This is an optimization exercise on Yosys and OpenROAD, whose aim is small area, not a production implementation.
For this run, only the layout was checked, not whether the RTL still works.
The clock port is modelled as an ideal driver; clocking choices that lean on that would not hold on a real chip.
Power is estimated from default activity; no workload was simulated.

==> design.v <==
`default_nettype none
package mipsPkg;
	localparam int DataWidth = 32;
	localparam int RegAddrWidth = 5;
	localparam int RegCount = 32;
	typedef logic [DataWidth-1:0] word_t;
	typedef logic [RegAddrWidth-1:0] regAddr_t;
endpackage
`default_nettype wire
`timescale 1ns/1ps
`default_nettype none
module mux2c (
	input logic a,
	input logic b,
	input logic s,
	output logic q
);
	assign q = s ? b : a;
endmodule
module mux4c (
	input logic [3:0] d,
	input logic [1:0] s,
	output logic q
);
	assign q = s[1] ? (s[0] ? d[3] : d[2]) : (s[0] ? d[1] : d[0]);
endmodule
module regWriteSel (
	input logic [4:0] dest,
	input logic wen,
	input logic clr,
	output logic selAN,
	output logic selBN,
	output logic [7:1] selCN
);
	always_comb begin
		selAN = !(clr || (wen && dest == 5'd1));
		selBN = !(clr || (wen && dest[4:1] == 4'd1));
		for (int j = 1; j < 8; j++)
			selCN[j] = !(clr || (wen && dest[4:2] == j[2:0]));
	end
endmodule
module regReadMux (
	input logic a,
	input logic b,
	input logic [7:1] c,
	input logic [4:0] addr,
	output logic q
);
	logic low;
	logic [1:0] l1;
	assign low = addr[1] ? b : (addr[0] & a);
	mux4c u_m0 (.d({c[3:1], low}), .s(addr[3:2]), .q(l1[0]));
	mux4c u_m1 (.d(c[7:4]), .s(addr[3:2]), .q(l1[1]));
	mux2c u_m2 (.a(l1[0]), .b(l1[1]), .s(addr[4]), .q(q));
endmodule
module immMux (
	input logic [15:0] imm,
	input logic [4:0] ph,
	output logic q
);
	logic [3:0] l1;
	logic l2;
	genvar i;
	generate
		for (i = 0; i < 4; i++) begin : g_l1
			mux4c u_m (.d(imm[4*i+3:4*i]), .s(ph[1:0]), .q(l1[i]));
		end
	endgenerate
	mux4c u_m2 (.d(l1), .s(ph[3:2]), .q(l2));
	mux2c u_m3 (.a(l2), .b(imm[15]), .s(ph[4]), .q(q));
endmodule
`default_nettype wire
`timescale 1ns/1ps
`default_nettype none
module mipsCore (
	input logic clk,
	input logic reset,
	input logic instrReq,
	input mipsPkg::word_t instr,
	output logic instrAck,
	output logic regWrite,
	output mipsPkg::regAddr_t regWrAddr,
	output mipsPkg::word_t regWrData
);
	logic [5:0] opc, fn;
	logic [4:0] rsF, rtF, rdF, sa;
	logic isAddi, isR, isShift, isAlu, valid, isLeft, isSra, isSub, isAnd;
	assign opc = instr[31:26];
	assign fn = instr[5:0];
	assign rsF = instr[25:21];
	assign rtF = instr[20:16];
	assign rdF = instr[15:11];
	assign sa = instr[10:6];
	assign isAddi = (opc == 6'b001000);
	assign isR = (opc == 6'b000000);
	assign isShift = isR && (fn[5:2] == 4'b0000) && (fn[1:0] != 2'b01);
	assign isAlu = isR && (fn[5:3] == 3'b100) && (fn[0] == 1'b0) && (fn[2:1] != 2'b11);
	assign valid = isAddi || isShift || isAlu;
	assign isLeft = !fn[1];
	assign isSra = fn[0];
	assign isSub = !isAddi && fn[1];
	assign isAnd = !isAddi && fn[2];
	logic sCopy, sComp, sShift, sWrite;
	logic [4:0] ph;
	logic [1:0] win;
	logic ack, wr, clr;
	logic [3:0] q;
	logic c, d0, d1;
	logic [31:0] o;
	logic [4:0] dest, raddr;
	logic [1:0] pslot;
	logic inWin, act;
	assign dest = isAddi ? rtF : rdF;
	assign raddr = sCopy ? rtF : rsF;
	assign pslot = sWrite ? dest[1:0] : raddr[1:0];
	assign inWin = (win == pslot);
	assign act = sShift || (sCopy && isAddi) || inWin;
	logic wen, wbit, rbit;
	logic [7:0] selN;  
	logic [7:1] selCN;
	logic selAN, selBN;
	assign wen = sWrite && inWin;
	assign wbit = o[0] && !clr;
	regWriteSel u_sel (.dest(dest), .wen(wen), .clr(clr), .selAN(selAN), .selBN(selBN), .selCN(selCN));
	logic [31:0] ringA;
	logic [63:0] ringB;
	logic insA, insB;
	mux2c u_insA (.a(wbit), .b(ringA[0]), .s(selAN), .q(insA));
	mux2c u_insB (.a(wbit), .b(ringB[0]), .s(selBN), .q(insB));
	always_ff @(posedge clk) begin
		ringA <= {insA, ringA[31:1]};
		ringB <= {insB, ringB[63:1]};
	end
	logic [7:1] rbC;
	genvar gi;
	generate
		for (gi = 1; gi < 8; gi++) begin : g_c
			logic [127:0] ring;
			logic ins;
			mux2c u_ins (.a(wbit), .b(ring[0]), .s(selCN[gi]), .q(ins));
			always_ff @(posedge clk)
				ring <= {ins, ring[127:1]};
			assign rbC[gi] = ring[0];
		end
	endgenerate
	regReadMux u_rd (.a(ringA[0]), .b(ringB[0]), .c(rbC), .addr(raddr), .q(rbit));
	logic immBit, srcB, cin, bb, sum, cout, alu, lres, rres, shres, onext;
	immMux u_imm (.imm(instr[15:0]), .ph(ph), .q(immBit));
	assign srcB = isAddi ? immBit : rbit;
	assign cin = (ph == 5'd0) ? isSub : c;
	assign bb = o[0] ^ isSub;
	assign sum = rbit ^ bb ^ cin;
	assign cout = (rbit & bb) | (cin & (rbit ^ bb));
	assign alu = isAnd ? (rbit & o[0]) : sum;
	logic k1, k2, qz;
	assign qz = (q == 4'd0);
	assign k1 = qz && sa[0];
	assign k2 = !qz;
	always_comb begin
		if (k2)
			lres = (ph[4:1] == 4'd0) ? 1'b0 : d1;
		else if (k1)
			lres = (ph == 5'd0) ? 1'b0 : d0;
		else
			lres = o[0];
		if (k2)
			rres = (ph == 5'd31) ? (isSra & o[0]) : (ph == 5'd30) ? (isSra & o[1]) : o[2];
		else if (k1)
			rres = (ph == 5'd31) ? (isSra & o[0]) : o[1];
		else
			rres = o[0];
	end
	assign shres = isLeft ? lres : rres;
	always_comb begin
		onext = o[0];
		if (act) begin
			if (sCopy)
				onext = srcB;
			else if (sComp)
				onext = alu;
			else if (sShift)
				onext = shres;
		end
	end
	always_ff @(posedge clk) begin
		o <= {onext, o[31:1]};
		d0 <= o[0];
		d1 <= d0;
		c <= cout;
		if (reset) begin
			ph <= '0;
			win <= '0;
			sCopy <= 1'b0;
			sComp <= 1'b0;
			sShift <= 1'b0;
			sWrite <= 1'b0;
			ack <= 1'b0;
			wr <= 1'b0;
			clr <= 1'b1;
		end else begin
			{win, ph} <= {win, ph} + 7'd1;
			wr <= 1'b0;
			if (ph == 5'd31 && win == 2'd3)
				clr <= 1'b0;
			if (ack && !instrReq)
				ack <= 1'b0;
			if (!sCopy && !sComp && !sShift && !sWrite && !ack && instrReq && !valid)
				ack <= 1'b1;  
			if (ph == 5'd31) begin
				if (!sCopy && !sComp && !sShift && !sWrite && !ack && instrReq && valid &&
						(!clr || win == 2'd3)) begin
					sCopy <= 1'b1;
					q <= sa[4:1];
				end
				if (sCopy && act) begin
					sCopy <= 1'b0;
					sShift <= isShift;
					sComp <= !isShift;
				end
				if (sComp && act) begin
					sComp <= 1'b0;
					sWrite <= 1'b1;
				end
				if (sShift) begin
					if (qz) begin
						sShift <= 1'b0;
						sWrite <= 1'b1;
					end else begin
						q <= q - 4'd1;
					end
				end
				if (sWrite && act) begin
					sWrite <= 1'b0;
					ack <= 1'b1;
					wr <= 1'b1;
				end
			end
		end
	end
	assign instrAck = ack;
	assign regWrite = wr;
	assign regWrAddr = dest;
	assign regWrData = o;
endmodule
`default_nettype wire
==> flow/run.sh <==
#!/bin/bash
# Own layout flow: the standard flow (standard.sh, unchanged synthesis),
# with three layout changes:
#  - port buffers use the smallest buffer cell (buf_1);
#  - after floorplan, combinational cells are swapped for the smallest cell of
#    the same function (later repair steps upsize where timing needs it);
#  - clock tree synthesis without dummy loads and with larger sink clusters;
#    afterwards the clock buffers of sinks with a high clock slew are upsized.
set -euo pipefail
here=$(pwd)
export BUFFER_PORTS_ARGS="-buffer_cell sky130_fd_sc_hd__buf_1"
export POST_FLOORPLAN_TCL="$here/flow/downsize.tcl"
export POST_CTS_TCL="$here/flow/postcts.tcl"
export CTS_ARGS="-sink_clustering_enable -repair_clock_nets -dont_use_dummy_load -buf_list sky130_fd_sc_hd__clkbuf_8 -sink_clustering_size 20 -sink_clustering_max_diameter 50"
bash standard.sh > "$here/standard.log" 2>&1
==> flow/downsize.tcl <==
sta::make_equiv_cells [get_libs *]
# Swap every combinational cell for the smallest cell of the same function
# (same footprint pins); flip-flops and physical cells are left alone.
set n 0; set saved 0.0
foreach inst [get_cells *] {
  set lc [get_lib_cell -of_objects $inst]
  if {$lc == ""} continue
  set name [get_name $lc]
  if {[string match *df* $name] || [string match *tap* $name] || [string match *fill* $name] || [string match *conb* $name]} continue
  set equivs [sta::find_equiv_cells $lc]
  if {[llength $equivs] < 2} continue
  set best $lc; set barea [get_property $lc area]
  foreach e $equivs {
    set en [get_name $e]; if {[string match *lpflow* $en] || [string match *probe* $en]} continue
    set a [get_property $e area]
    if {$a < $barea} { set best $e; set barea $a }
  }
  if {[get_name $best] ne $name} {
    set saved [expr {$saved + [get_property $lc area] - $barea}]
    replace_cell $inst [get_name $best]
    incr n
  }
}
puts "downsize: replaced $n cells, saved [format %.1f $saved] um2"
==> flow/fixslew.tcl <==
# Upsize clock buffers whose sinks see a slew above the target, one size step
# at a time, until every flip-flop clock pin is below it.
proc clk_fix_slew {target} {
  set sizes {sky130_fd_sc_hd__clkbuf_1 sky130_fd_sc_hd__clkbuf_2 sky130_fd_sc_hd__clkbuf_4 sky130_fd_sc_hd__clkbuf_8 sky130_fd_sc_hd__clkbuf_16}
  for {set iter 0} {$iter < 6} {incr iter} {
    estimate_parasitics -placement
    set bad {}
    foreach pin [get_pins -hierarchical */CLK] {
      if {[get_property $pin slew_max] > $target} {
        set net [get_nets -of_objects $pin]
        foreach d [get_pins -of_objects $net -filter "direction == output"] {
          set inst [get_cells -of_objects $d]
          dict set bad [get_full_name $inst] 1
        }
      }
    }
    if {[dict size $bad] == 0} break
    set n 0
    foreach iname [dict keys $bad] {
      set inst [get_cells $iname]
      set cur [get_name [get_lib_cell -of_objects $inst]]
      set i [lsearch $sizes $cur]
      if {$i >= 0 && $i < [llength $sizes] - 1} {
        replace_cell $inst [lindex $sizes [expr {$i + 1}]]
        incr n
      }
    }
    puts "clk_fix_slew: pass $iter upsized $n buffers"
    if {$n == 0} break
  }
}
==> flow/postcts.tcl <==
# After clock tree synthesis: upsize the clock buffers whose flip-flops see a
# clock slew above the target (estimated from placement), then legalize.
source [file join [file dirname [info script]] fixslew.tcl]
clk_fix_slew 0.116
detailed_placement
check_placement -verbose
==> standard.sh <==
#!/bin/bash
# synth_recipe.tcl (not shown) runs the flow's synth.tcl, then flattens the netlist and writes it again
# the make line also repeats each setting of config.mk as NAME=value (left out here)
make -C /OpenROAD-flow-scripts/flow DESIGN_CONFIG=/design/flow/config.mk WORK_HOME=/design/flow/orfs CLKGATE_MAP_FILE= SYNTH_SCRIPT=/design/flow/synth_recipe.tcl "${@:-finish}"
==> config.mk <==
export PLATFORM = sky130hd
export DESIGN_NAME = mipsCore
export DESIGN_NICKNAME = mipsCore
export VERILOG_FILES = /design/flow/design.v
export SDC_FILE = /design/flow/constraint.sdc
export NUM_CORES = 4
export LEC_CHECK = 0
export CAP_MARGIN = 20
export CORE_MARGIN = 2
export CORE_UTILIZATION = 80
export PLACE_DENSITY = 0.95
export SLEW_MARGIN = 20
export SYNTH_HIERARCHICAL = 1
export SYNTH_MINIMUM_KEEP_SIZE = 0
==> constraint.sdc <==
create_clock -name core_clock -period 10.0 [get_ports {clk}]
set_input_delay 2.0000 -clock core_clock [delete_from_list [all_inputs] [get_ports {clk}]]
set_output_delay 2.0000 -clock core_clock [all_outputs]
set_load 0.01 [all_outputs]
==> summary.md <==
| Metric | Value |
|---|---|
| Routability cong. | `0.8583` |
| PortBufs | `73` |
| DIE WIDTH | `171.4 um` |
| Post-synthesis simple-gate area fraction | `0.01869` |
| Syn Nets | `1288` |
| Synth Flop Type | `dfxtp_1` |
| Post-DP HPWL | `26450 um` |
| FP Rows | `61` |
| Status | `did not finish` |
| Io pins | `74` |
| Vert. Die Dim | `171.4 um` |
| Mux share of post-synthesis cell area | `0.02037` |
| Clock sinks | `1045` |
| Netlist cell types | `51` |
| Cell Area, Synth | `22420 um^2` |
| Sequential area share after synthesis | `0.9348` |
| Initial Utilization | `0.8093` |
| Placement Cell Area | `23080 um^2` |
| Compound-cell area share of the yosys netlist | `0.01557` |
| EDFF count, synth | `4` |
| Adder-Cell Fraction of Synth Area | `0.004241` |
| Dpl ws | `4.007 ns` |
| Post-synthesis xor/xnor area fraction | `0.001953` |
| Largest family of logic cells by synthesized area | `multiplexers` |
| Stopped at | `clock tree synthesis` |
| Mean post-synth cell area | `17.99 um^2` |
| Yosys warns | `8` |
| DP Cell Count | `1690` |
| Synth Instances | `1246` |
| Fraction of registers with async set/reset | `0` |
| Run Error | `[ERROR DPL-0033] detailed placement checks failed during check placement.` |
| FF+latch count, synth | `1045` |
## synth_stat cells, types with 5 or more instances
master	instances	area, um^2
nor2b_1	5	31.28
nand3_1	6	30.03
ha_1	6	75.07
inv_1	19	71.32
nand2_1	27	101.4
mux2_2	7	78.83
a31oi_1	8	50.05
o21ai_0	6	30.03
clkbuf_1	6	22.52
mux4_2	7	157.7
a21oi_1	11	55.05
dfxtp_1	1041	20840
nor2_1	20	75.07
mux2_4	12	180.2
## cell families after synthesis
kind of cell / count (synthesis)
flops: 1045
buf+inv: 26
mux: 30
compound gates: 50
fa+ha+maj: 7
simple gates: 83
xor+xnor: 5
## power groups by stage
stage                     sequential [mW]  clock, mW  combinational (mW)
after floorplan                      4.26          0              0.0214
after global placement               4.26          0              0.0369
after detailed placement             4.26          0              0.0431
## worst min-delay path by stage
stage / slack [ns] / to / cells after the start
2_1_floorplan: 0.31 / g_c[1].ring[0] / 0
3_3_place_gp: 0.31 / ringA[0] / 0
3_5_place_dp: 0.31 / g_c[5].ring[75] / 0
## Yosys stat by module (local to each module, per instance), excerpt
module / copies in the design / cell area (um^2) / flip-flops and latches
mipsCore: 1 / 21990 / 1045
mux2c: 11 / 15.01 / 0
mux4c: 7 / 22.52 / 0
regReadMux: 1 / 12.51 / 0
regWriteSel: 1 / 100.1 / 0
